From an optimization exercise on the open Yosys and OpenROAD flow, aimed at small area and a short achievable clock period; shortcuts taken in it are not production practice. At most, simulation tests tie the RTL to the original design; equivalence was not proved.

Setup of the previous run:
==> flow/design.v (excerpt) <==
module bits_instruction_cache
(
  input logic clk,
  input logic resetB,
  input logic mem_req,
  output logic mem_ack,
  input bits_pkg::word_t instruction_word,
  input bits_pkg::byte_mask_t valid_bytes,
  input bits_pkg::take_code_t instruction_process,
  output bits_pkg::cache_t instruction_cache,
  output logic space_available
);
Size: ~1500 cells after synthesis, ~210 I/O pins, about 0.011 sq mm of cells after synthesis.
export LEC_CHECK = 0
export CAP_MARGIN = 20
export CORE_MARGIN = 2
export CORE_UTILIZATION = 40
export CTS_BUF_LIST = sky130_fd_sc_hd__clkbuf_4 sky130_fd_sc_hd__clkbuf_8
export PLACE_DENSITY = 0.55
export SETUP_SLACK_MARGIN = 1.0
export SLEW_MARGIN = 20
export SYNTH_HIERARCHICAL = 1
create_clock -name core_clock -period 6.5 [get_ports {clk}]
standard.sh (not shown) runs the stock make flow with config.mk's settings and CLKGATE_MAP_FILE= SYNTH_SCRIPT=/design/flow/synth_recipe.tcl, a recipe that flattens the netlist after the stock synthesis.
==> flow/flow/run.sh <==
#!/bin/bash
# The standard layout, with every input and output port buffered by a plain
# buffer (sky130_fd_sc_hd__buf_1) instead of the delay buffer that
# buffer_ports picks on its own. The resizer may still size these up.
set -euo pipefail
export BUFFER_PORTS_ARGS="-buffer_cell sky130_fd_sc_hd__buf_1"
bash standard.sh > standard.log 2>&1
The following lists how the current run was set up differently from the previous run:
--- a/flow/design.v
+++ b/flow/design.v
@@ -40,44 +40,31 @@
   input bits_pkg::byte_mask_t valid_bytes,
   output logic mem_ack,
   input logic space_available,
   input logic load_taken,
   output logic load_valid,
   output logic [BYTE_COUNT_BITS-1:0] load_bytes
 );
   bits_pkg::fill_state_e state;
   bits_pkg::fill_state_e state_next;
-  logic [WORD_BYTES-1:0] sorted [7];
-  logic [WORD_BYTES-1:0] at_least;
-  function automatic logic [WORD_BYTES-1:0] exchange(input logic [WORD_BYTES-1:0] v, input int a, input int b);
-    logic [WORD_BYTES-1:0] r;
-    begin
-      r = v;
-      r[a] = v[a] | v[b];
-      r[b] = v[a] & v[b];
-      exchange = r;
-    end
-  endfunction
+  logic [1:0] pair_count [4];
+  logic [2:0] quad_count [2];
   always_comb
   begin
-    sorted[0] = valid_bytes;
-    sorted[1] = exchange(exchange(exchange(exchange(sorted[0], 0, 1), 2, 3), 4, 5), 6, 7);
-    sorted[2] = exchange(exchange(exchange(exchange(sorted[1], 0, 2), 1, 3), 4, 6), 5, 7);
-    sorted[3] = exchange(exchange(sorted[2], 1, 2), 5, 6);
-    sorted[4] = exchange(exchange(exchange(exchange(sorted[3], 0, 4), 1, 5), 2, 6), 3, 7);
-    sorted[5] = exchange(exchange(sorted[4], 2, 4), 3, 5);
-    sorted[6] = exchange(exchange(exchange(sorted[5], 1, 2), 3, 4), 5, 6);
-    at_least = sorted[6];
-    load_bytes[3] = at_least[7];
-    load_bytes[2] = at_least[3] & !at_least[7];
-    load_bytes[1] = (at_least[1] & !at_least[3]) | (at_least[5] & !at_least[7]);
-    load_bytes[0] = (at_least[0] & !at_least[1]) | (at_least[2] & !at_least[3])
-                  | (at_least[4] & !at_least[5]) | (at_least[6] & !at_least[7]);
+    for (int i = 0; i < 4; i++)
+    begin
+      pair_count[i] = 2'(valid_bytes[2 * i]) + 2'(valid_bytes[2 * i + 1]);
+    end
+    for (int i = 0; i < 2; i++)
+    begin
+      quad_count[i] = 3'(pair_count[2 * i]) + 3'(pair_count[2 * i + 1]);
+    end
+    load_bytes = (BYTE_COUNT_BITS)'(quad_count[0]) + (BYTE_COUNT_BITS)'(quad_count[1]);
   end
   assign load_valid = (state == FILL_IDLE) && mem_req && space_available;
   always_comb
   begin
     state_next = state;
     case (state)
       FILL_IDLE:
       begin
         if (load_taken)
@@ -209,24 +196,24 @@
     .mid_zero (code_mid[0]),
     .lo_zero (code_lo[0]),
     .lo_one (code_lo[1]),
     .fits_16 (take_fits[16]),
     .fits_17 (take_fits[17]),
     .y (take_valid),
     .y_n (take_valid_n)
   );
   logic [STAGES-1:0] shift_amt_n;
-  logic load_taken_n;
   for (genvar k = 0; k < STAGES; k++)
   begin : g_sel
-    bits_pick u_pick (.t (take_valid), .t_n (take_valid_n), .a (take_len[k]), .b (load_valid & load_amt[k]), .y (shift_amt[k]), .y_n (shift_amt_n[k]));
+    bits_pick_n u_pick (.t (take_valid), .a (!take_len[k]), .b (!(load_valid & load_amt[k])), .y (shift_amt[k]));
+    bits_pick_n u_pick_n (.t (take_valid), .a (take_len[k]), .b (load_valid & load_amt[k]), .y (shift_amt_n[k]));
   end
-  bits_pick u_load (.t (take_valid), .t_n (take_valid_n), .a (1'b0), .b (load_valid), .y (load_taken), .y_n (load_taken_n));
+  assign load_taken = load_valid && !take_valid;
   logic [CACHE_BITS-1:0] stage [STAGES+1];
   for (genvar i = 0; i < WORD_BITS; i++)
   begin : g_in
     bits_oai22 u_in (.sa_n(load_valid), .a(instruction_cache[i]), .sb_n(!load_valid), .b(load_word[i]), .y(stage[0][i]));
   end
   assign stage[0][CACHE_BITS-1:WORD_BITS] = ~instruction_cache[CACHE_BITS-1:WORD_BITS];
   for (genvar s = 0; s < STAGES; s++)
   begin : g_stage
     for (genvar i = 0; i < CACHE_BITS; i++)
@@ -350,29 +337,26 @@
   input logic fits_17,
   output logic y,
   output logic y_n
 );
   assign y = code_hi ? (mid_zero & ((lo_zero & fits_16) | (lo_one & fits_17))) : fits_lo;
   assign y_n = !y;
 endmodule
 `default_nettype wire
 `default_nettype none
-module bits_pick
+module bits_pick_n
 (
   input logic t,
-  input logic t_n,
   input logic a,
   input logic b,
-  output logic y,
-  output logic y_n
+  output logic y
 );
-  assign y = (t & a) | (t_n & b);
-  assign y_n = !y;
+  assign y = ~(t ? a : b);
 endmodule
 `default_nettype wire
 `default_nettype none
 import bits_pkg::*;
 module bits_instruction_cache
 (
   input logic clk,
   input logic resetB,
   input logic mem_req,
--- outcome ---
Measured against each other, the current run and the previous run differ in share of cell area taken by multi-input logic gates, the lower figure coming from the current run.
Relative to the previous run, combined area of the multi-input logic cells has gone down in the current run.
The current run vs the previous run — die outline area dropped slightly
Taking the previous run as the reference, in the current run mapped cell area fell 91 sq um; largest fanout on the critical path rose 23; clock buffer count fell 2.
Taking the previous run as the reference point, the post-route minimum period of the current run falls by 0.10 ns.
[the current run vs the previous run] finished layout cell area: lower in the current run
The current run: all stages complete, timing, DRC and antenna checks passed
Looking at start point of the critical path, the u_bit_buffer.room[0] result is from the previous run; the instruction_process[1] one comes from the current run.
Only the layout flow was run in the previous run; the RTL was not checked for function there.

## port drivers added, routing unchanged
How much do the figures lean on ideal ports? The routed layouts below were timed once more, with nothing changed but the port constraints.
Step 1 (the two cells are an assumption about what drives the block):
set clk [get_ports {clk}]
set_driving_cell -lib_cell sky130_fd_sc_hd__clkbuf_16 $clk
set_driving_cell -lib_cell sky130_fd_sc_hd__buf_2 [delete_from_list [all_inputs] $clk]
Step 2, shift: input delay + t, output delay - t, t = (earliest + latest rising clock arrival at the registers) / 2. This alone moves slack from input paths to output paths.
Three values: no drivers, after step 1, after step 2; two values: the first two.
run | t (ns) | setup WS [ns] | pins driven straight from the clock port
the previous run | 0.530 | 1.044 / 1.044 / 0.587 | 1
the current run | 0.510 | 1.146 / 1.170 / 0.660 | 1
After both steps setup and hold are still met in every run listed. For the current run, which loses most, drivers alone change the setup slack by +0.024 ns; drivers and shift together by -0.486 ns.
